Context: an optimization exercise on an open-source flow, tuned for small area. The choices shown serve that exercise and are no tape-out recipe. The RTL was checked by simulation tests, not by an equivalence proof against the original design. Power and IR drop assume default switching activity.

==> design/flow/design.v <==
package sensorPkg;
  typedef logic [11:0] rawPixel;
  typedef logic [15:0] pixelCoord;
  typedef logic [31:0] frameCount;
  localparam int rawLineLength = 64;
  localparam int grayLineLength = rawLineLength / 2;
endpackage
package filterPkg;
  localparam int grayBits = 12;
  typedef logic [grayBits-1:0] grayPixel;
  typedef logic [107:0] grayWindow;
  localparam grayPixel grayMax = 12'hfff;
  localparam int gaussShift = 4;
  typedef enum logic [2:0] {
    viewGray,
    viewGauss,
    viewVertEdge,
    viewHorizEdge,
    viewBothEdge,
    viewLaplace
  } viewMode;
endpackage
`timescale 1ns/1ps
module frameCapture (
  input  logic                 D5M_PIXLCLK,
  input  logic                 rstN,
  input  logic                 frameValid,
  input  logic                 lineValid,
  input  logic                 captureStart,
  input  logic                 captureEnd,
  output logic                 sampleValid,
  output logic                 colOdd,
  output logic                 quadDone,
  output logic                 gaussWin,
  output logic                 edgeWin,
  output sensorPkg::frameCount frameTotal,
  output logic                 capturing
);
  logic       fvalReg;
  logic       lvalReg;
  logic       startReg;
  logic       endReg;
  logic       fvalPrev;
  logic       lvalPrev;
  logic       startPending;
  logic       endPending;
  logic       rowOdd;
  logic [2:0] colHalf;
  logic [2:0] rowHalf;
  logic       frameRise;
  logic       frameFall;
  logic       lineFall;
  assign frameRise   = fvalReg && !fvalPrev;
  assign frameFall   = !fvalReg && fvalPrev;
  assign lineFall    = !lvalReg && lvalPrev;
  assign sampleValid = fvalReg && lvalReg;
  assign quadDone = capturing && sampleValid && rowOdd && colOdd;
  assign gaussWin = quadDone && (colHalf[2] || colHalf[1]) && (rowHalf[2] || rowHalf[1]);
  assign edgeWin  = quadDone && colHalf[2] && rowHalf[2];
  always_ff @(posedge D5M_PIXLCLK or negedge rstN)
  begin
    if (!rstN)
    begin
      fvalReg      <= 1'b0;
      lvalReg      <= 1'b0;
      startReg     <= 1'b0;
      endReg       <= 1'b0;
      fvalPrev     <= 1'b0;
      lvalPrev     <= 1'b0;
      startPending <= 1'b0;
      endPending   <= 1'b0;
      capturing    <= 1'b0;
      frameTotal   <= '0;
      colOdd       <= 1'b0;
      rowOdd       <= 1'b0;
      colHalf      <= '0;
      rowHalf      <= '0;
    end
    else
    begin
      fvalReg  <= frameValid;
      lvalReg  <= lineValid;
      startReg <= captureStart;
      endReg   <= captureEnd;
      fvalPrev <= fvalReg;
      lvalPrev <= lvalReg;
      startPending <= startReg || (startPending && !frameRise);
      endPending   <= endReg || (endPending && !frameFall);
      if (frameRise && startPending)
        capturing <= 1'b1;
      else if (frameFall && endPending)
        capturing <= 1'b0;
      if (frameFall && capturing)
        frameTotal <= frameTotal + 1'b1;
      if (!fvalReg)
      begin
        colOdd  <= 1'b0;
        colHalf <= '0;
        rowOdd  <= 1'b0;
        rowHalf <= '0;
      end
      else if (sampleValid)
      begin
        colOdd <= !colOdd;
        if (colOdd && !colHalf[2])
          colHalf <= colHalf + 1'b1;
      end
      else if (lineFall)
      begin
        colOdd  <= 1'b0;
        colHalf <= '0;
        rowOdd  <= !rowOdd;
        if (rowOdd && !rowHalf[2])
          rowHalf <= rowHalf + 1'b1;
      end
    end
  end
endmodule
`timescale 1ns/1ps
module bayerGray (
  input  logic                 D5M_PIXLCLK,
  input  sensorPkg::rawPixel   sensorData,
  input  logic                 pairDone,
  output filterPkg::grayPixel  grayOut
);
  localparam int pairs = sensorPkg::grayLineLength;
  sensorPkg::rawPixel dataReg;
  sensorPkg::rawPixel prevSample;
  logic [12:0]        pairMem [pairs];
  logic [12:0]        pairSum;
  logic [13:0]        quadSum;
  assign pairSum = 13'(prevSample) + 13'(dataReg);
  assign quadSum = 14'(pairMem[pairs - 1]) + 14'(pairSum);
  assign grayOut = quadSum[13:2];
  always_ff @(posedge D5M_PIXLCLK)
  begin
    dataReg    <= sensorData;
    prevSample <= dataReg;
    if (pairDone)
    begin
      pairMem[0] <= pairSum;
      for (int i = 1; i < pairs; i++)
        pairMem[i] <= pairMem[i - 1];
    end
  end
endmodule
`timescale 1ns/1ps
module windowBuffer #(
  parameter int lineLength = sensorPkg::grayLineLength
) (
  input  logic                 D5M_PIXLCLK,
  input  filterPkg::grayPixel  pixelIn,
  input  logic                 pixelValid,
  output filterPkg::grayWindow window
);
  localparam int depth = 2 * lineLength + 3;
  filterPkg::grayPixel taps [depth];
  assign window = {taps[2 * lineLength + 2], taps[2 * lineLength + 1], taps[2 * lineLength],
                   taps[lineLength + 2],     taps[lineLength + 1],     taps[lineLength],
                   taps[2],                  taps[1],                  taps[0]};
  always_ff @(posedge D5M_PIXLCLK)
  begin
    if (pixelValid)
    begin
      taps[0] <= pixelIn;
      for (int i = 1; i < depth; i++)
        taps[i] <= taps[i - 1];
    end
  end
endmodule
`timescale 1ns/1ps
module gaussianBlur (
  input  filterPkg::grayWindow window,
  output filterPkg::grayPixel  gaussSum
);
  filterPkg::grayPixel px [9];
  logic [15:0]         weighted;
  always_comb
  begin
    for (int i = 0; i < 9; i++)
      px[i] = window[(8 - i) * filterPkg::grayBits +: filterPkg::grayBits];
  end
  assign weighted = 16'(px[0]) + 16'(px[2]) + 16'(px[6]) + 16'(px[8])
                  + ((16'(px[1]) + 16'(px[3]) + 16'(px[5]) + 16'(px[7])) << 1)
                  + (16'(px[4]) << 2);
  assign gaussSum = weighted[15:4];
endmodule
`timescale 1ns/1ps
module edgeLaplace (
  input  filterPkg::grayWindow window,
  output filterPkg::grayPixel  vertEdge,
  output filterPkg::grayPixel  horizEdge,
  output filterPkg::grayPixel  laplace
);
  logic signed [17:0] sx [9];
  logic signed [17:0] vertSum;
  logic signed [17:0] horizSum;
  logic signed [17:0] lapSum;
  function automatic logic [11:0] clampMag(input logic signed [17:0] value);
    logic [17:0] mag;
    mag = value[17] ? 18'(-value) : 18'(value);
    if (mag > 18'(filterPkg::grayMax))
      clampMag = filterPkg::grayMax;
    else
      clampMag = mag[11:0];
  endfunction
  always_comb
  begin
    for (int i = 0; i < 9; i++)
      sx[i] = 18'(window[(8 - i) * filterPkg::grayBits +: filterPkg::grayBits]);
  end
  assign vertSum = (sx[2] + (sx[5] <<< 1) + sx[8]) - (sx[0] + (sx[3] <<< 1) + sx[6]);
  assign horizSum = (sx[6] + (sx[7] <<< 1) + sx[8]) - (sx[0] + (sx[1] <<< 1) + sx[2]);
  assign lapSum = (sx[4] <<< 3)
                - (sx[0] + sx[1] + sx[2] + sx[3] + sx[5] + sx[6] + sx[7] + sx[8]);
  assign vertEdge  = clampMag(vertSum);
  assign horizEdge = clampMag(horizSum);
  assign laplace   = clampMag(lapSum);
endmodule
`timescale 1ns/1ps
module cameraFilterTop (
  input  logic                 D5M_PIXLCLK,
  input  logic                 rstN,
  input  sensorPkg::rawPixel   sensorData,
  input  logic                 frameValid,
  input  logic                 lineValid,
  input  logic                 captureStart,
  input  logic                 captureEnd,
  input  logic [2:0]           mode,
  output filterPkg::grayPixel  viewPixel,
  output logic                 viewValid,
  output sensorPkg::frameCount frameTotal,
  output logic                 capturing
);
  logic                 sampleValid;
  logic                 colOdd;
  logic                 quadDone;
  logic                 gaussWin;
  logic                 edgeWin;
  filterPkg::grayPixel  grayOut;
  filterPkg::grayWindow gaussWindow;
  filterPkg::grayPixel  gaussSum;
  filterPkg::grayPixel  gaussOut;
  filterPkg::grayWindow edgeWindow;
  filterPkg::grayPixel  vertEdge;
  filterPkg::grayPixel  horizEdge;
  filterPkg::grayPixel  laplace;
  filterPkg::grayPixel  selPixel;
  logic                 selValid;
  logic [1:0]           grayPipe;
  logic [3:0]           gaussPipe;
  logic [5:0]           edgePipe;
  logic                 grayValid;
  logic                 gaussValid;
  logic                 edgeValid;
  assign grayValid  = grayPipe[1];
  assign gaussValid = gaussPipe[3];
  assign edgeValid  = edgePipe[5];
  frameCapture capture (
    .D5M_PIXLCLK(D5M_PIXLCLK), .rstN(rstN),
    .frameValid(frameValid), .lineValid(lineValid),
    .captureStart(captureStart), .captureEnd(captureEnd),
    .sampleValid(sampleValid), .colOdd(colOdd), .quadDone(quadDone),
    .gaussWin(gaussWin), .edgeWin(edgeWin),
    .frameTotal(frameTotal), .capturing(capturing)
  );
  bayerGray gray (
    .D5M_PIXLCLK(D5M_PIXLCLK), .sensorData(sensorData),
    .pairDone(sampleValid && colOdd), .grayOut(grayOut)
  );
  windowBuffer #(.lineLength(sensorPkg::grayLineLength)) gaussLines (
    .D5M_PIXLCLK(D5M_PIXLCLK), .pixelIn(grayOut), .pixelValid(quadDone),
    .window(gaussWindow)
  );
  gaussianBlur gauss (.window(gaussWindow), .gaussSum(gaussSum));
  windowBuffer #(.lineLength(sensorPkg::grayLineLength - 2)) edgeLines (
    .D5M_PIXLCLK(D5M_PIXLCLK), .pixelIn(gaussOut), .pixelValid(gaussValid),
    .window(edgeWindow)
  );
  edgeLaplace edges (
    .window(edgeWindow), .vertEdge(vertEdge), .horizEdge(horizEdge),
    .laplace(laplace)
  );
  always_ff @(posedge D5M_PIXLCLK)
  begin
    if (grayValid)
      gaussOut <= gaussSum;
  end
  always_ff @(posedge D5M_PIXLCLK or negedge rstN)
  begin
    if (!rstN)
    begin
      grayPipe  <= '0;
      gaussPipe <= '0;
      edgePipe  <= '0;
    end
    else
    begin
      grayPipe  <= {grayPipe[0], quadDone};
      gaussPipe <= {gaussPipe[2:0], gaussWin};
      edgePipe  <= {edgePipe[4:0], edgeWin};
    end
  end
  always_comb
  begin
    selPixel = '0;
    selValid = 1'b0;
    case (mode)
      3'd0:
      begin
        selPixel = gaussWindow[11:0];
        selValid = grayValid;
      end
      3'd1:
      begin
        selPixel = gaussOut;
        selValid = gaussValid;
      end
      3'd2:
      begin
        selPixel = vertEdge;
        selValid = edgeValid;
      end
      3'd3:
      begin
        selPixel = horizEdge;
        selValid = edgeValid;
      end
      3'd4:
      begin
        selPixel = vertEdge | horizEdge;
        selValid = edgeValid;
      end
      3'd5:
      begin
        selPixel = laplace;
        selValid = edgeValid;
      end
      default:
      begin
        selPixel = '0;
        selValid = 1'b0;
      end
    endcase
  end
  always_ff @(posedge D5M_PIXLCLK)
  begin
    viewPixel <= selPixel;
  end
  always_ff @(posedge D5M_PIXLCLK or negedge rstN)
  begin
    if (!rstN)
      viewValid <= 1'b0;
    else
      viewValid <= selValid;
  end
endmodule
==> design/flow/run.sh <==
#!/bin/bash
# synth_recipe.tcl (not shown) runs the flow's synth.tcl, then flattens the netlist and writes it again
# the make line also repeats each setting of config.mk as NAME=value (left out here)
make -C /OpenROAD-flow-scripts/flow DESIGN_CONFIG=/design/flow/config.mk WORK_HOME=/design/flow/orfs CLKGATE_MAP_FILE= SYNTH_SCRIPT=/design/flow/synth_recipe.tcl finish
==> design/flow/config.mk <==
export PLATFORM = sky130hd
export DESIGN_NAME = cameraFilterTop
export DESIGN_NICKNAME = cameraFilterTop
export VERILOG_FILES = /design/flow/design.v
export SDC_FILE = /design/flow/constraint.sdc
export NUM_CORES = 4
export LEC_CHECK = 0
export CAP_MARGIN = 20
export CORE_MARGIN = 2
export CORE_UTILIZATION = 40
export SLEW_MARGIN = 20
==> design/flow/constraint.sdc <==
create_clock -name core_clock -period 10.0 [get_ports {D5M_PIXLCLK}]
set_input_delay 2.0000 -clock core_clock [delete_from_list [all_inputs] [get_ports {D5M_PIXLCLK}]]
set_output_delay 2.0000 -clock core_clock [all_outputs]
set_load 0.01 [all_outputs]
==> results of run 1 <==
==> power by group <==
group | internal (mW) | total (mW) | switching [mW]
logic | 0.111 | 0.255 | 0.144
clock network | 4.14 | 7.33 | 3.19
registers | 9.51 | 9.55 | 0.0345
==> layout make-up <==
class	instances	area, µm²
fillers	15800	102000
flip-flops and latches	2086	62000
multi-input cells	1375	12400
clock buffers	250	5280
well taps	2495	3120
inverters	348	1310
clock inverters	124	1200
repair buffers	85	918
==> worst max-delay path, cell delays in order (launching register included) <==
cell and delay [ps]:
edfxtp_1 370, ha_1 180, inv_1 50, fa_1 400, nor2b_1 120, o21ai_0 110, a21boi_0 270, o21ai_0 160
a21boi_0 250, o21ai_0 160, a21oi_1 250, o21a_1 140, nor2_1 50, xnor2_1 220, fa_1 470, fa_1 480
fa_1 550, inv_1 40, ha_1 370, a21oi_1 160, nor2_1 60, a211oi_1 290, o21ai_0 180, a21oi_1 290
xnor2_1 150, a31oi_1 190, a22oi_1 740, nand3_1 190
==> per-stage QoR <==
stage           TNS, ps  total power, mW  hold slack [ps]  worst slack, ps
6_report              0             17.1              347             2920
3_3_place_gp          0             9.99              333             3140
3_5_place_dp          0             9.99              336             2880
2_1_floorplan  -3145250             9.89              331            -4630
5_1_grt               0             17.8              357             2170
4_1_cts               0             17.4              349             2850
==> flip-flops by register name (all words and copies together) (netlist names), 4 cells and up <==
register,count
capture.frameTotal,32
edgeLines.taps,756
edgePipe,6
gaussLines.taps,804
gaussOut,12
gaussPipe,4
gray.dataReg,12
gray.pairMem,416
gray.prevSample,12
viewPixel,12
==> final timing paths <==
kind	start	to	slack, ps	cells after the start
setup / recovery	edgeLines.taps[61][0]$_DFFE_PP_	viewPixel[2]$_DFF_P_	2920	27
hold / removal	grayPipe[0]$_DFF_PN0_	grayPipe[1]$_DFF_PN0_	350	0
setup reg to reg	edgeLines.taps[61][0]$_DFFE_PP_	viewPixel[2]$_DFF_P_	2920	27
hold reg to reg	grayPipe[0]$_DFF_PN0_	grayPipe[1]$_DFF_PN0_	350	0
max in group asynchronous	rstN	gaussPipe[3]$_DFF_PN0_	7910	2
min in group asynchronous	rstN	capture.frameTotal[21]$_DFFE_PN0P_	1370	2
==> logic make-up after synthesis <==
logic type,count (synthesis),share of synthesized area
compound gates,378,0.0332
xor+xnor,188,0.0217
fa+ha+maj,370,0.0781
buf+inv,373,0.0193
flops,2086,0.817
mux,24,0.00327
simple gates,415,0.0271
==> layout by cell type, fill, tap and decap left out, drive strengths merged, types with 14 or more instances in the layout <==
cell type	synthesis	routed
edfxtp	1988	1988
inv	348	358
clkbuf	12	250
ha	198	198
fa	172	172
xnor2	141	141
nor2	116	116
a21oi	110	110
nand2	94	94
clkinv	0	92
o21ai	66	66
clkdlybuf4s50	0	65
dfrtp	62	62
xor2	47	47
nand3	36	36
dfxtp	36	36
nor3	32	32
a21o	31	31
o21bai	27	27
nand2b	25	25
nor2b	23	23
buf	12	20
mux2i	18	18
a211oi	18	18
a31oi	16	16
nand4	16	16
o31ai	15	15
bufinv	0	14
and3	14	14
==> per-layer routing <==
metal / share of wire / up-vias
met2: 0.43 / 555
li1: - / 14900
met1: 0.50 / 16200
met4: 0.028 / 0
met5: 0 / -
met3: 0.042 / 229
==> flow_summary_export.csv, run 1 <==
group,metric,value,unit
floorplanning,initial_utilization,0.403,
timing,setup-violations-final,0,
hold_path,hold_class,"reg -> reg",
yosys,syn_avg_cell_area,19.8,µm²
yosys,synth_ff_type,"edfxtp_1",
pwr,leakage,28.1,nW
drt,drc,0,
setup_path,required,10650,ps
clock_network,hold_buffers,0,
setup_path,endpoint_kind,"register",
global_routing,antenna_found_initial,2,
timing,max_freq,141,MHz
timing,fin_crit,7080,ps
timing,clock_skew,76.4,ps
global_routing,grt_use_total,0.121,
drt,detail_route.iter0.violations,2593,
timing,drv_slew,0,
place,place_area,79700,µm²
clock_network,cts_sinks,2086,
clock_network,post_cts_buffers,0,
yosys,synth_top_area_frac,0.787,
floorplanning,num_rows,159,
yosys,synthCells,3834,
setup_path,arrival,7730,ps
drt,wl_per_cell,17.3,µm
floorplanning,die_y,439,µm
final_layout,diodes,0,
final_layout,area_growth,13.7,%
place,routabilityCongestion,0.856,
final_layout,drive_above_1_share,0.0808,
place,io_buffers,66,
drt,drtPass1Iterations,5,
yosys,yosysMostFrequentCell,"edfxtp_1",
clock_network,clk_pin_slew,70,ps
clock_network,cts.path.max_buffers,3,
pwr,p_per_area,199,nW/µm²
setup_path,critPathKind,"reg -> reg",
global_routing,overflow,0,
setup_path,critPathLaunchType,"register",
floorplanning,dieArea,193000,µm²
clock_network,cts_resized,0,
global_routing,busiest_layer,"met1",
timing,worst_pin_slew,1060,ps
drt,ant_nets,0,
clock_network,cts_tree,"yes",
final_layout,fin_nets,4488,
yosys,yosysUniqueCellTypes,89,
global_routing,grt_pass1_wl,182000,µm
drt,vias,31800,
flow_run,max-cap-violations,0,
global_routing,grt_start_max_net_pins,200,
yosys,ys_seq_elements,2086,
timing,slew_headroom,0.291,
yosys,yosysTopAreaCell,"edfxtp_1",
setup_path,critPathMaxFanout,11,
yosys,synth_common_cells,"edfxtp_1 (1,988), inv_1 (348), ha_1 (198)",
timing,hold_violations,0,
timing,finalCritPeriodShare,0.708,
final_layout,post-route-util,0.459,
place,dp.cells,6388,
drt,viasPerCell,4.71,
floorplanning,top_level_ports,67,
clock_network,htree_levels,4,
drt,drt-total-wl,117000,µm
global_routing,first_global_vias,31800,
pwr,ir_drop,0.177,mV
yosys,synth_nets,4225,
floorplanning,die_width,439,µm
yosys,synth_edf_count,1988,
yosys,yosys-top-cells-area,"edfxtp_1 (79%), fa_1 (4.5%), ha_1 (3.3%), dfrtp_1 (2.0%), inv_1 (1.7%)",
status,outcome,"complete, no violations",
timing,grt_setup_unrepaired,"no",
place,dp_hpwl,71400,µm
floorplanning,coreArea,188000,µm²
yosys,ys_warn_count,12,
yosys,ys_seq_area_frac,0.817,
clock_network,clk_latency,830,ps
global_routing,grt_use_met1,0.185,
clock_network,root_buffer,"clkbuf_16",
final_layout,finish.instance_area,86200,µm²
final_layout,instances_no_fill,6763,
yosys,syn_area,75800,µm²
yosys,async_flop_share,0.0297,
global_routing,grtUsageMet3,0.0259,
global_routing,met2_usage,0.170,
clock_network,cts_made_buffers,201,
==> inputs of run 2 (changes only) <==
--- a/design/flow/design.v
+++ b/design/flow/design.v
@@ -50,6 +50,17 @@
   logic       frameRise;
   logic       frameFall;
   logic       lineFall;
+  sensorPkg::frameCount frameNext;
+  always_comb
+  begin
+    logic c;
+    c = frameFall && capturing;
+    for (int i = 0; i < 32; i++)
+    begin
+      frameNext[i] = frameTotal[i] ^ c;
+      c = frameTotal[i] & c;
+    end
+  end
   assign frameRise   = fvalReg && !fvalPrev;
   assign frameFall   = !fvalReg && fvalPrev;
   assign lineFall    = !lvalReg && lvalPrev;
@@ -90,8 +101,7 @@
         capturing <= 1'b1;
       else if (frameFall && endPending)
         capturing <= 1'b0;
-      if (frameFall && capturing)
-        frameTotal <= frameTotal + 1'b1;
+      frameTotal <= frameNext;
       if (!fvalReg)
       begin
         colOdd  <= 1'b0;
@@ -129,8 +139,24 @@
   logic [12:0]        pairMem [pairs];
   logic [12:0]        pairSum;
   logic [13:0]        quadSum;
-  assign pairSum = 13'(prevSample) + 13'(dataReg);
-  assign quadSum = 14'(pairMem[pairs - 1]) + 14'(pairSum);
+  always_comb
+  begin
+    logic c;
+    c = 1'b0;
+    for (int i = 0; i < 12; i++)
+    begin
+      pairSum[i] = prevSample[i] ^ dataReg[i] ^ c;
+      c = (prevSample[i] & dataReg[i]) | (prevSample[i] & c) | (dataReg[i] & c);
+    end
+    pairSum[12] = c;
+    c = 1'b0;
+    for (int i = 0; i < 13; i++)
+    begin
+      quadSum[i] = pairMem[pairs - 1][i] ^ pairSum[i] ^ c;
+      c = (pairMem[pairs - 1][i] & pairSum[i]) | (pairMem[pairs - 1][i] & c) | (pairSum[i] & c);
+    end
+    quadSum[13] = c;
+  end
   assign grayOut = quadSum[13:2];
   always_ff @(posedge D5M_PIXLCLK)
   begin
@@ -173,16 +199,37 @@
   input  filterPkg::grayWindow window,
   output filterPkg::grayPixel  gaussSum
 );
-  filterPkg::grayPixel px [9];
-  logic [15:0]         weighted;
+  logic [11:0] px [9];
+  logic [15:0] weighted;
+  logic [31:0] g1, g2, g3, g4, g5, g6, g7;
+  function automatic logic [31:0] csa(input logic [15:0] a, input logic [15:0] b, input logic [15:0] c);
+    logic [15:0] s, cy;
+    s  = a ^ b ^ c;
+    cy = (a & b) | (a & c) | (b & c);
+    csa = {cy[14:0], 1'b0, s};
+  endfunction
+  function automatic logic [15:0] rca(input logic [15:0] a, input logic [15:0] b);
+    logic c;
+    c = 1'b0;
+    for (int i = 0; i < 16; i++)
+    begin
+      rca[i] = a[i] ^ b[i] ^ c;
+      c = (a[i] & b[i]) | (a[i] & c) | (b[i] & c);
+    end
+  endfunction
   always_comb
   begin
     for (int i = 0; i < 9; i++)
       px[i] = window[(8 - i) * filterPkg::grayBits +: filterPkg::grayBits];
   end
-  assign weighted = 16'(px[0]) + 16'(px[2]) + 16'(px[6]) + 16'(px[8])
-                  + ((16'(px[1]) + 16'(px[3]) + 16'(px[5]) + 16'(px[7])) << 1)
-                  + (16'(px[4]) << 2);
+  assign g1 = csa(16'(px[0]), 16'(px[2]), 16'(px[6]));
+  assign g2 = csa(16'(px[8]), {3'b0, px[1], 1'b0}, {3'b0, px[3], 1'b0});
+  assign g3 = csa({3'b0, px[5], 1'b0}, {3'b0, px[7], 1'b0}, {2'b0, px[4], 2'b0});
+  assign g4 = csa(g1[15:0], g1[31:16], g2[15:0]);
+  assign g5 = csa(g2[31:16], g3[15:0], g3[31:16]);
+  assign g6 = csa(g4[15:0], g4[31:16], g5[15:0]);
+  assign g7 = csa(g6[15:0], g6[31:16], g5[31:16]);
+  assign weighted = rca(g7[15:0], g7[31:16]);
   assign gaussSum = weighted[15:4];
 endmodule
 `timescale 1ns/1ps
@@ -192,27 +239,59 @@
   output filterPkg::grayPixel  horizEdge,
   output filterPkg::grayPixel  laplace
 );
-  logic signed [17:0] sx [9];
-  logic signed [17:0] vertSum;
-  logic signed [17:0] horizSum;
-  logic signed [17:0] lapSum;
-  function automatic logic [11:0] clampMag(input logic signed [17:0] value);
-    logic [17:0] mag;
-    mag = value[17] ? 18'(-value) : 18'(value);
-    if (mag > 18'(filterPkg::grayMax))
-      clampMag = filterPkg::grayMax;
-    else
-      clampMag = mag[11:0];
-  endfunction
+  logic [11:0] px [9];
   always_comb
-  begin
     for (int i = 0; i < 9; i++)
-      sx[i] = 18'(window[(8 - i) * filterPkg::grayBits +: filterPkg::grayBits]);
-  end
-  assign vertSum = (sx[2] + (sx[5] <<< 1) + sx[8]) - (sx[0] + (sx[3] <<< 1) + sx[6]);
-  assign horizSum = (sx[6] + (sx[7] <<< 1) + sx[8]) - (sx[0] + (sx[1] <<< 1) + sx[2]);
-  assign lapSum = (sx[4] <<< 3)
-                - (sx[0] + sx[1] + sx[2] + sx[3] + sx[5] + sx[6] + sx[7] + sx[8]);
+      px[i] = window[(8 - i) * 12 +: 12];
+  function automatic logic [31:0] csa(input logic [15:0] a, input logic [15:0] b, input logic [15:0] c);
+    logic [15:0] s, cy;
+    s  = a ^ b ^ c;
+    cy = (a & b) | (a & c) | (b & c);
+    csa = {cy[14:0], 1'b0, s};
+  endfunction
+  function automatic logic [15:0] rca(input logic [15:0] a, input logic [15:0] b, input logic cin);
+    logic c;
+    c = cin;
+    for (int i = 0; i < 16; i++)
+    begin
+      rca[i] = a[i] ^ b[i] ^ c;
+      c = (a[i] & b[i]) | (a[i] & c) | (b[i] & c);
+    end
+  endfunction
+  function automatic logic [11:0] clampMag(input logic [15:0] value);
+    logic [15:0] r;
+    logic [11:0] inc;
+    logic c;
+    r = value ^ {16{value[15]}};
+    c = value[15];
+    for (int i = 0; i < 12; i++)
+    begin
+      inc[i] = r[i] ^ c;
+      c = r[i] & c;
+    end
+    clampMag = (r[14:12] != 3'd0 || c) ? 12'hfff : inc;
+  endfunction
+  logic [15:0] vertSum, horizSum, lapSum;
+  logic [31:0] v1, v2, v3, v4, h1, h2, h3, h4;
+  logic [31:0] l1, l2, l3, l4, l5, l6, l7;
+  assign v1 = csa({4'b0, px[2]}, {4'b0, px[8]}, {3'b0, px[5], 1'b0});
+  assign v2 = csa({4'b0, px[0]}, {4'b0, px[6]}, {3'b0, px[3], 1'b0});
+  assign v3 = csa(v1[15:0], v1[31:16], ~v2[15:0]);
+  assign v4 = csa(v3[15:0], v3[31:16], ~v2[31:16]);
+  assign vertSum = rca(v4[15:0], v4[31:16] | 16'd1, 1'b1);
+  assign h1 = csa({4'b0, px[6]}, {4'b0, px[8]}, {3'b0, px[7], 1'b0});
+  assign h2 = csa({4'b0, px[0]}, {4'b0, px[2]}, {3'b0, px[1], 1'b0});
+  assign h3 = csa(h1[15:0], h1[31:16], ~h2[15:0]);
+  assign h4 = csa(h3[15:0], h3[31:16], ~h2[31:16]);
+  assign horizSum = rca(h4[15:0], h4[31:16] | 16'd1, 1'b1);
+  assign l1 = csa({4'b0, px[0]}, {4'b0, px[1]}, {4'b0, px[2]});
+  assign l2 = csa({4'b0, px[3]}, {4'b0, px[5]}, {4'b0, px[6]});
+  assign l3 = csa(l1[15:0], l1[31:16], l2[15:0]);
+  assign l4 = csa(l3[15:0], l3[31:16], l2[31:16]);
+  assign l5 = csa(l4[15:0], l4[31:16], {4'b0, px[7]});
+  assign l6 = csa(l5[15:0], l5[31:16], {4'b0, px[8]});
+  assign l7 = csa({1'b0, px[4], 3'b0}, ~l6[15:0], ~l6[31:16]);
+  assign lapSum = rca(l7[15:0], l7[31:16] | 16'd1, 1'b1);
   assign vertEdge  = clampMag(vertSum);
   assign horizEdge = clampMag(horizSum);
   assign laplace   = clampMag(lapSum);
--- a/design/flow/config.mk
+++ b/design/flow/config.mk
@@ -8,4 +8,6 @@
 export CAP_MARGIN = 20
 export CORE_MARGIN = 2
 export CORE_UTILIZATION = 40
+export CTS_CLUSTER_DIAMETER = 100
+export CTS_CLUSTER_SIZE = 25
 export SLEW_MARGIN = 20
==> flow_summary_export.csv, run 2 <==
group,metric,value,unit
setup_path,arrival,11580,ps
yosys,synth_nets,3571,
setup_path,critPathKind,"reg -> reg",
final_layout,largest_register_ffs,804,
final_layout,mostFrequentLayoutCell,"edfxtp_1",
global_routing,grt_pass1_wl,152000,µm
global_routing,overflow,0,
yosys,yosysMostFrequentCell,"edfxtp_1",
clock_network,clk_pin_slew,100,ps
global_routing,grt_start_max_net_pins,226,
place,dp_hpwl,56500,µm
place,place_ws,-2230,ps
yosys,synth_ff_type,"edfxtp_1",
timing,worst_pin_slew,1060,ps
global_routing,first_global_vias,26200,
setup_path,rr_startpoint,"edgeLines.taps[32][2]$_DFFE_PP_",
setup_path,critPathMaxFanout,3,
setup_path,r2r-end,"viewPixel[10]$_DFF_P_",
timing,timing.final.ws_setup,-955,ps
timing,setup_tns,-11080,ps
yosys,synth_common_cells,"edfxtp_1 (1,988), inv_1 (422), fa_1 (320)",
timing,max_freq,91.3,MHz
floorplanning,top_level_ports,67,
final_layout,drive_above_1_share,0.0770,
final_layout,post-route-util,0.443,
hold_path,hold_class,"reg -> reg",
floorplanning,coreArea,181000,µm²
timing,drv_slew,0,
drt,vias,26000,
yosys,syn_avg_cell_area,23.1,µm²
drt,drc,0,
final_layout,fin_nets,3815,
yosys,synthCells,3139,
drt,wl_per_cell,16.5,µm
clock_network,clk_latency,750,ps
floorplanning,dieArea,185000,µm²
timing,slew_headroom,0.294,
status,check-failures,"negative setup slack",
yosys,yosysTopAreaCell,"edfxtp_1",
yosys,synth_top_family_by_area,"adder cells",
setup_path,critPathLaunchType,"register",
setup_path,reg2reg_depth,41,
yosys,synth_edf_count,1988,
global_routing,antenna_found_initial,6,
final_layout,fillers,15100,
yosys,synth_xor_area_frac,0.00481,
floorplanning,initial_utilization,0.402,
yosys,ys_warn_count,12,
place,routabilityCongestion,0.785,
setup_path,slowest_stage,"fa_1",
yosys,synthMuxAreaShare,0.000690,
final_layout,reg_top3,"gaussLines.taps x804, edgeLines.taps x756, gray.pairMem x416",
timing,finalCritPeriodShare,1.10,
pwr,p_per_area,176,nW/µm²
clock_network,hold_buffers,0,
yosys,synth_top_area_frac,0.823,
clock_network,cts_made_buffers,94,
place,place_area,76800,µm²
hold_path,hold_start,"gray.dataReg[2]$_DFF_P_",
setup_path,rrSetupSlack,-950,ps
floorplanning,num_rows,156,
pwr,leakage,25.6,nW
floorplanning,die_width,430,µm
yosys,yosys-top-cells-area,"edfxtp_1 (82%), fa_1 (8.8%), inv_1 (2.2%), dfrtp_1 (2.1%), ha_1 (1.6%)",
yosys,synthSimpleGateAreaFrac,0.00524,
yosys,synth_compound_area_frac,0.00763,
setup_path,required,10620,ps
drt,viasPerCell,4.47,
timing,grt_setup_unrepaired,"yes",
global_routing,grt_use_total,0.105,
floorplanning,die_y,430,µm
timing,clock_skew,36.5,ps
timing,fin_crit,10950,ps
yosys,synth_adder_area_share,0.104,
status,outcome,"finished with violations",
drt,drt-total-wl,96200,µm
final_layout,area_growth,10.3,%
final_layout,finish.instance_area,80000,µm²
place,io_buffers,66,
flow_run,max-cap-violations,0,
clock_network,cts.path.max_buffers,3,
final_layout,final_cell_mix,"edfxtp_1 (1,988), inv_1 (413), fa_1 (307)",
clock_network,cts_sinks,2086,
drt,ant_nets,0,
clock_network,cts_tree,"yes",
setup_path,critPathMostFrequentCell,"fa_2",
yosys,yosysUniqueCellTypes,41,
hold_path,holdPathEnd,"gray.prevSample[2]$_DFF_P_",
drt,detail_route.iter0.violations,2349,
yosys,syn_area,72500,µm²
clock_network,root_buffer,"clkbuf_16",
yosys,ys_seq_area_frac,0.854,
setup_path,endpoint_kind,"register",
yosys,ys_seq_elements,2086,
final_layout,top_register,"gaussLines.taps",
timing,hold_violations,0,
yosys,async_flop_share,0.0297,
drt,drtPass1Iterations,5,
pwr,ir_drop,0.153,mV
hold_path,holdPathStages,0,
timing,setup-violations-final,12,
clock_network,htree_levels,3,
setup_path,max_stage_delay,560,ps
## run 2: repair_timing
| action | 4_1_cts | 5_1_grt |
|---|---|---|
| setup buffers | 7 | 4 |
| cloned | 1 | 0 |
| resized for setup | 46 | 17 |
| pin swaps | 35 | 25 |
| endpoints found under the setup margin | 12 | 12 |
## run 2: worst max-delay path, delay by kind of cell (launching register included)
kind / cells / cell delay, ps
buffers and inverters: 5 / 370
and+or+nand+nor: 2 / 490
DFF: 1 / 430
AOI/OAI and AO/OA: 1 / 110
xor gates and xnor gates: 2 / 250
adders and majority gates: 30 / 9000
muxes: 1 / 160
## run 2: routing by layer
| layer | track usage | routed length (µm) | share of wire | vias up |
|---|---|---|---|---|
| met3 | 0.0194 | 3210 | 0.033 | 151 |
| met5 | 0 | 13 | 0.00014 | - |
| met4 | 0.0304 | 2650 | 0.028 | 2 |
| met2 | 0.146 | 41800 | 0.43 | 343 |
| li1 | - | - | - | 11800 |
| met1 | 0.167 | 48600 | 0.50 | 13600 |
## run 2: stage by stage
step	std cells	hold WS, ps	power (mW)
floorplan	3139	331	9.82
global placement	5642	332	9.91
detailed placement	5642	335	9.92
CTS	5805	355	14.3
global route	5812	358	14.6
finish	5813	354	14.0
## run 2: how the worst max path moves through the flow
stage / startpoint / endpoint / slack, ps
finish: edgeLines.taps[32][2]$_DFFE_PP_ / viewPixel[10]$_DFF_P_ / -950
global route: edgeLines.taps[60][2]$_DFFE_PP_ / viewPixel[5]$_DFF_P_ / -1250
CTS: edgeLines.taps[60][2]$_DFFE_PP_ / viewPixel[3]$_DFF_P_ / -1350
detailed placement: edgeLines.taps[62][2]$_DFFE_PP_ / viewPixel[1]$_DFF_P_ / -2230
global placement: edgeLines.taps[62][2]$_DFFE_PP_ / viewPixel[7]$_DFF_P_ / -1950
floorplan: capture.lvalReg$_DFF_PN0_ / gaussPipe[0]$_DFF_PN0_ / -4560
## run 2: final cells by class
class | instances | area, µm² | share of cell area
sequential | 2086 | 62000 | 0.775
multi-input combinational | 611 | 9140 | 0.114
tap | 2370 | 2970 | 0.0371
clock buffer | 145 | 2560 | 0.0321
inverter | 422 | 1580 | 0.0198
timing repair buffer | 168 | 1560 | 0.0194
clock inverter | 10 | 185 | 0.00232
antenna | 1 | 2.50 | 0.0000313
## run 2: cell families after synthesis
group / after synthesis
compound gates: 87
xor+xnor: 39
fa+ha+maj: 411
buf+inv: 442
flops: 2086
mux: 5
simple gates: 69
## run 2: where the power goes
part	leakage [nW]	total, mW	internal (mW)	switching [mW]
sequential	17.5	9.52	9.49	0.0251
combinational	6.79	0.194	0.0786	0.116
clock	1.31	4.32	1.81	2.51
==> inputs of run 3 (changes only) <==
--- a/design/flow/design.v
+++ b/design/flow/design.v
@@ -240,9 +240,6 @@
   output filterPkg::grayPixel  laplace
 );
   logic [11:0] px [9];
-  always_comb
-    for (int i = 0; i < 9; i++)
-      px[i] = window[(8 - i) * 12 +: 12];
   function automatic logic [31:0] csa(input logic [15:0] a, input logic [15:0] b, input logic [15:0] c);
     logic [15:0] s, cy;
     s  = a ^ b ^ c;
@@ -258,43 +255,90 @@
       c = (a[i] & b[i]) | (a[i] & c) | (b[i] & c);
     end
   endfunction
-  function automatic logic [11:0] clampMag(input logic [15:0] value);
-    logic [15:0] r;
-    logic [11:0] inc;
+  function automatic logic [15:0] cia(input logic [15:0] a, input logic [15:0] b);
+    logic c;
+    logic lowCarry;
+    logic allOnes;
+    c = 1'b0;
+    for (int i = 0; i < 8; i++)
+    begin
+      cia[i] = a[i] ^ b[i] ^ c;
+      c = (a[i] & b[i]) | (a[i] & c) | (b[i] & c);
+    end
+    lowCarry = c;
+    c = 1'b0;
+    for (int i = 8; i < 16; i++)
+    begin
+      cia[i] = a[i] ^ b[i] ^ c;
+      c = (a[i] & b[i]) | (a[i] & c) | (b[i] & c);
+    end
+    allOnes = 1'b1;
+    for (int i = 8; i < 16; i++)
+    begin
+      c = cia[i];
+      cia[i] = c ^ (lowCarry & allOnes);
+      allOnes = allOnes & c;
+    end
+  endfunction
+  function automatic logic [15:0] diff(input logic [11:0] p, input logic [11:0] q);
+    logic [12:0] d;
     logic c;
-    r = value ^ {16{value[15]}};
-    c = value[15];
+    c = 1'b1;
+    for (int i = 0; i < 12; i++)
+    begin
+      d[i] = p[i] ^ ~q[i] ^ c;
+      c = (p[i] & ~q[i]) | (p[i] & c) | (~q[i] & c);
+    end
+    d[12] = ~c;
+    diff = {{3{d[12]}}, d};
+  endfunction
+  function automatic logic [11:0] clampMag(input logic [15:0] value, input int width);
+    logic neg;
+    logic anyLow;
+    logic big;
+    neg = value[width - 1];
+    anyLow = 1'b0;
     for (int i = 0; i < 12; i++)
     begin
-      inc[i] = r[i] ^ c;
-      c = r[i] & c;
+      clampMag[i] = value[i] ^ (neg & anyLow);
+      anyLow = anyLow | value[i];
     end
-    clampMag = (r[14:12] != 3'd0 || c) ? 12'hfff : inc;
+    big = 1'b0;
+    for (int i = 12; i < width - 1; i++)
+      big = big | (value[i] ^ neg);
+    if (neg && !anyLow)
+      big = 1'b1;
+    if (big)
+      clampMag = 12'hfff;
   endfunction
-  logic [15:0] vertSum, horizSum, lapSum;
-  logic [31:0] v1, v2, v3, v4, h1, h2, h3, h4;
+  logic [15:0] diagDown, diagUp, midRow, midCol;
+  logic [15:0] vertSum, horizSum, lapNeg;
+  logic [31:0] vc, hc;
   logic [31:0] l1, l2, l3, l4, l5, l6, l7;
-  assign v1 = csa({4'b0, px[2]}, {4'b0, px[8]}, {3'b0, px[5], 1'b0});
-  assign v2 = csa({4'b0, px[0]}, {4'b0, px[6]}, {3'b0, px[3], 1'b0});
-  assign v3 = csa(v1[15:0], v1[31:16], ~v2[15:0]);
-  assign v4 = csa(v3[15:0], v3[31:16], ~v2[31:16]);
-  assign vertSum = rca(v4[15:0], v4[31:16] | 16'd1, 1'b1);
-  assign h1 = csa({4'b0, px[6]}, {4'b0, px[8]}, {3'b0, px[7], 1'b0});
-  assign h2 = csa({4'b0, px[0]}, {4'b0, px[2]}, {3'b0, px[1], 1'b0});
-  assign h3 = csa(h1[15:0], h1[31:16], ~h2[15:0]);
-  assign h4 = csa(h3[15:0], h3[31:16], ~h2[31:16]);
-  assign horizSum = rca(h4[15:0], h4[31:16] | 16'd1, 1'b1);
-  assign l1 = csa({4'b0, px[0]}, {4'b0, px[1]}, {4'b0, px[2]});
-  assign l2 = csa({4'b0, px[3]}, {4'b0, px[5]}, {4'b0, px[6]});
-  assign l3 = csa(l1[15:0], l1[31:16], l2[15:0]);
-  assign l4 = csa(l3[15:0], l3[31:16], l2[31:16]);
-  assign l5 = csa(l4[15:0], l4[31:16], {4'b0, px[7]});
-  assign l6 = csa(l5[15:0], l5[31:16], {4'b0, px[8]});
-  assign l7 = csa({1'b0, px[4], 3'b0}, ~l6[15:0], ~l6[31:16]);
-  assign lapSum = rca(l7[15:0], l7[31:16] | 16'd1, 1'b1);
-  assign vertEdge  = clampMag(vertSum);
-  assign horizEdge = clampMag(horizSum);
-  assign laplace   = clampMag(lapSum);
+  always_comb
+  begin
+    for (int i = 0; i < 9; i++)
+      px[i] = window[(8 - i) * filterPkg::grayBits +: filterPkg::grayBits];
+  end
+  assign diagDown = diff(px[8], px[0]);
+  assign diagUp   = diff(px[2], px[6]);
+  assign midRow   = diff(px[5], px[3]);
+  assign midCol   = diff(px[7], px[1]);
+  assign vc = csa(diagDown, diagUp, {midRow[14:0], 1'b0});
+  assign vertSum = rca(vc[15:0], vc[31:16], 1'b0);
+  assign hc = csa(diagDown, ~diagUp, {midCol[14:0], 1'b0});
+  assign horizSum = rca(hc[15:0], hc[31:16] | 16'd1, 1'b0);
+  assign l1 = csa(16'(px[0]), 16'(px[1]), 16'(px[2]));
+  assign l2 = csa(16'(px[3]), 16'(px[5]), 16'(px[6]));
+  assign l3 = csa(16'(px[7]), 16'(px[8]), ~{1'b0, px[4], 3'b000});
+  assign l4 = csa(l1[15:0], l1[31:16], l2[15:0]);
+  assign l5 = csa(l2[31:16], l3[15:0], l3[31:16]);
+  assign l6 = csa(l4[15:0], l4[31:16], l5[15:0]);
+  assign l7 = csa(l6[15:0], l6[31:16], l5[31:16]);
+  assign lapNeg = cia(l7[15:0], l7[31:16] | 16'd1);
+  assign vertEdge  = clampMag(vertSum, 15);
+  assign horizEdge = clampMag(horizSum, 15);
+  assign laplace   = clampMag(lapNeg, 16);
 endmodule
 `timescale 1ns/1ps
 module cameraFilterTop (
@@ -326,15 +370,15 @@
   filterPkg::grayPixel  laplace;
   filterPkg::grayPixel  selPixel;
   logic                 selValid;
-  logic [1:0]           grayPipe;
-  logic [3:0]           gaussPipe;
-  logic [5:0]           edgePipe;
+  logic [1:0]           pixelCode [2];
+  logic [1:0]           gaussPipe [2];
+  logic [1:0]           edgePipe;
   logic                 grayValid;
   logic                 gaussValid;
   logic                 edgeValid;
-  assign grayValid  = grayPipe[1];
-  assign gaussValid = gaussPipe[3];
-  assign edgeValid  = edgePipe[5];
+  assign grayValid  = pixelCode[1][1] || pixelCode[1][0];
+  assign gaussValid = gaussPipe[1][1];
+  assign edgeValid  = edgePipe[1];
   frameCapture capture (
     .D5M_PIXLCLK(D5M_PIXLCLK), .rstN(rstN),
     .frameValid(frameValid), .lineValid(lineValid),
@@ -369,15 +413,19 @@
   begin
     if (!rstN)
     begin
-      grayPipe  <= '0;
-      gaussPipe <= '0;
-      edgePipe  <= '0;
+      pixelCode[0] <= '0;
+      pixelCode[1] <= '0;
+      gaussPipe[0] <= '0;
+      gaussPipe[1] <= '0;
+      edgePipe     <= '0;
     end
     else
     begin
-      grayPipe  <= {grayPipe[0], quadDone};
-      gaussPipe <= {gaussPipe[2:0], gaussWin};
-      edgePipe  <= {edgePipe[4:0], edgeWin};
+      pixelCode[0] <= {gaussWin, quadDone && (edgeWin || !gaussWin)};
+      pixelCode[1] <= pixelCode[0];
+      gaussPipe[0] <= {pixelCode[1][1], pixelCode[1][1] && pixelCode[1][0]};
+      gaussPipe[1] <= gaussPipe[0];
+      edgePipe     <= {edgePipe[0], gaussPipe[1][0]};
     end
   end
   always_comb
==> flow_summary_export.csv, run 3 <==
group,metric,value,unit
status,outcome,"complete, no violations",
pwr,leakage,24.9,nW
floorplanning,die_y,428,µm
drt,drc,0,
floorplanning,die_width,428,µm
pwr,power_frac_comb,0.014,
global_routing,grt_use_total,0.102,
global_routing,first_global_vias,25600,
timing,max_freq,106,MHz
clock_network,cts_tree,"yes",
yosys,ys_seq_area_frac,0.859,
yosys,yosysMostFrequentCell,"edfxtp_1",
yosys,ys_seq_elements,2084,
final_layout,drive_above_1_share,0.0423,
yosys,yosys-top-cells-area,"edfxtp_1 (83%), fa_1 (8.1%), inv_1 (2.2%), dfrtp_1 (2.1%), ha_1 (1.1%)",
floorplanning,num_rows,155,
clock_network,hold_buffers,0,
global_routing,antenna_found_initial,2,
yosys,synth_top_area_frac,0.828,
final_layout,final_cell_mix,"edfxtp_1 (1,988), inv_1 (431), fa_1 (293)",
clock_network,cts_made_buffers,94,
yosys,synth_edf_count,1988,
setup_path,arrival,10010,ps
timing,hold_violations,0,
final_layout,post-route-util,0.439,
final_layout,reg_top3,"gaussLines.taps x804, edgeLines.taps x756, gray.pairMem x416",
place,dp_hpwl,55100,µm
setup_path,critPathLaunchType,"register",
clock_network,root_buffer,"clkbuf_16",
drt,drt-total-wl,94500,µm
global_routing,grt_pass1_wl,147000,µm
final_layout,finish.instance_area,78600,µm²
setup_path,required,10600,ps
yosys,synthCells,3139,
pwr,internal_power,11.4,mW
yosys,async_flop_share,0.0288,
pwr,power.switching,2.62,mW
pwr,p_total,14.0,mW
yosys,yosysUniqueCellTypes,64,
final_layout,area_growth,9.02,%
clock_network,clk_latency,740,ps
clock_network,htree_levels,3,
setup_path,slowest_stage,"xor3_1",
floorplanning,coreArea,179000,µm²
floorplanning,top_level_ports,67,
pwr,ir_drop,0.130,mV
yosys,synth_nets,3519,
setup_path,endpoint_kind,"register",
pwr,p_seq_frac,0.681,
timing,setup_tns,0,ps
drt,vias,25500,
final_layout,mostFrequentLayoutCell,"edfxtp_1",
clock_network,cts_sinks,2084,
floorplanning,dieArea,184000,µm²
pwr,clockPowerShare,0.305,
timing,setup-violations-final,0,
timing,grt_setup_unrepaired,"no",
drt,ant_nets,0,
yosys,syn_avg_cell_area,23.0,µm²
drt,wl_per_cell,16.5,µm
setup_path,max_stage_delay,650,ps
timing,worst_pin_slew,1110,ps
place,place_area,75900,µm²
clock_network,cts_resized,0,
timing,drv_slew,0,
drt,drtPass1Iterations,6,
yosys,yosysTopAreaCell,"edfxtp_1",
drt,viasPerCell,4.47,
flow_run,max-cap-violations,0,
setup_path,critPathMostFrequentCell,"fa_1",
yosys,ys_warn_count,14,
final_layout,top_register,"gaussLines.taps",
timing,timing.final.ws_setup,585,ps
timing,clock_skew,40.7,ps
final_layout,fin_nets,3692,
pwr,p_per_area,178,nW/µm²
hold_path,hold_class,"reg -> reg",
place,place_ws,496,ps
clock_network,post_cts_buffers,0,
setup_path,critPathKind,"reg -> reg",
timing,finalCritPeriodShare,0.941,
drt,detail_route.iter0.violations,2313,
final_layout,largest_register_ffs,804,
timing,fin_crit,9410,ps
clock_network,cts.path.max_buffers,3,
floorplanning,initial_utilization,0.403,
yosys,synth_ff_type,"edfxtp_1",
global_routing,grt_start_max_net_pins,198,
place,io_buffers,66,
global_routing,overflow,0,
timing,slew_headroom,0.258,
yosys,synth_common_cells,"edfxtp_1 (1,988), inv_1 (432), fa_1 (293)",
pwr,netSwitchingFraction,0.187,
place,routabilityCongestion,0.775,
setup_path,critPathMaxFanout,11,
yosys,syn_area,72100,µm²
clock_network,clk_pin_slew,100,ps
run 3: changes by cell type after synthesis, moves of 11 or more:
cell / change
nor2_1: +13
buf_2: -12
fa_1: -27
o21ai_1: -17
ha_1: -25
a22o_1: -12
mux2i_1: +11
run 3: cell type report:
| cell class | count | area (µm²) |
|---|---|---|
| antenna | 1 | 2.50 |
| multi-input combinational | 616 | 8500 |
| clock buffer | 133 | 2520 |
| timing repair buffer | 84 | 915 |
| sequential | 2084 | 61900 |
| inverter | 432 | 1630 |
| tap | 2355 | 2950 |
| clock inverter | 8 | 138 |
| fill | 15100 | 100000 |
run 3: path summary, 6_finish.rpt:
check                                           startpoint                                to  slack [ps]  depth (start not counted)
min reg2reg                        gray.dataReg[4]$_DFF_P_        gray.prevSample[4]$_DFF_P_         350                          0
min                                gray.dataReg[4]$_DFF_P_        gray.prevSample[4]$_DFF_P_         350                          0
min in group asynchronous                             rstN  capture.frameTotal[10]$_DFF_PN0_        1400                          2
max in group asynchronous                             rstN         gaussPipe[1][1]$_DFF_PN0_        8040                          2
max reg2reg                edgeLines.taps[60][0]$_DFFE_PP_              viewPixel[7]$_DFF_P_         590                         29
max                        edgeLines.taps[60][0]$_DFFE_PP_              viewPixel[7]$_DFF_P_         590                         29
run 3: stage by stage:
step / instances / hold WS (ps)
2_1_floorplan: 3139 / 331
3_3_place_gp: 5569 / 332
3_5_place_dp: 5569 / 336
4_1_cts: 5710 / 355
5_1_grt: 5712 / 364
6_report: 5713 / 353
run 3: kinds of logic (layout without fill, tap and decap cells):
group	Yosys count	in the layout	synth area share
AOI/OAI and AO/OA	86	86	0.00825
buffers and inverters	439	657	0.0230
other	0	1	0
DFF	2084	2084	0.859
adders and majority gates	359	359	0.0928
muxes	16	16	0.00222
and+or+nand+nor	111	111	0.00868
xor gates and xnor gates	44	44	0.00585
run 3: metal layers:
layer / global-route usage / vias up / share of wire
met5: 0 / - / 0
met4: 0.0301 / 0 / 0.027
met3: 0.0200 / 142 / 0.033
met2: 0.146 / 296 / 0.44
met1: 0.159 / 13400 / 0.50
li1: - / 11700 / -
run 3: power by group through the flow:
| stage | Sequential, mW | Clock, mW | Combinational [mW] |
|---|---|---|---|
| floorplan | 9.72 | 0 | 0.0962 |
| finish | 9.51 | 4.26 | 0.201 |
| CTS | 9.51 | 4.48 | 0.209 |
| global placement | 9.71 | 0 | 0.207 |
| global route | 9.52 | 4.76 | 0.227 |
| detailed placement | 9.71 | 0 | 0.209 |
run 3: critical path: cells and delay by family (launching register included):
family	cells	cell delay (ps)
DFF	1	440
xor gates and xnor gates	1	650
buffers and inverters	6	390
AOI/OAI and AO/OA	5	1110
and+or+nand+nor	2	330
adders and majority gates	15	6340

afterwards: timing with drivers on the ports:
In the flow no input, the clock included, has a driving cell. The finished layouts below were timed again as built, in two steps.
Step 1, drivers: a clkbuf_16 drives D5M_PIXLCLK and a buf_2 each remaining input, both assumed.
Step 2 adds t to the input delays and takes it off the output delays; t is the mean of the earliest and latest rising clock arrival at the registers after step 1. Input paths then give back, and output paths get back, about the clock's delay inside the block.
Three values: ideal ports, drivers, drivers and shift; two values: the first two.
run | t (ns) | slack for setup (ns) | pins driven straight from the clock port
run 1 | 0.871 | 2.919 / 2.919 / 2.919 | 1
run 2 | 0.814 | -0.955 / -0.955 / -0.955 | 1
run 3 | 0.804 | 0.585 / 0.585 / 0.585 | 1
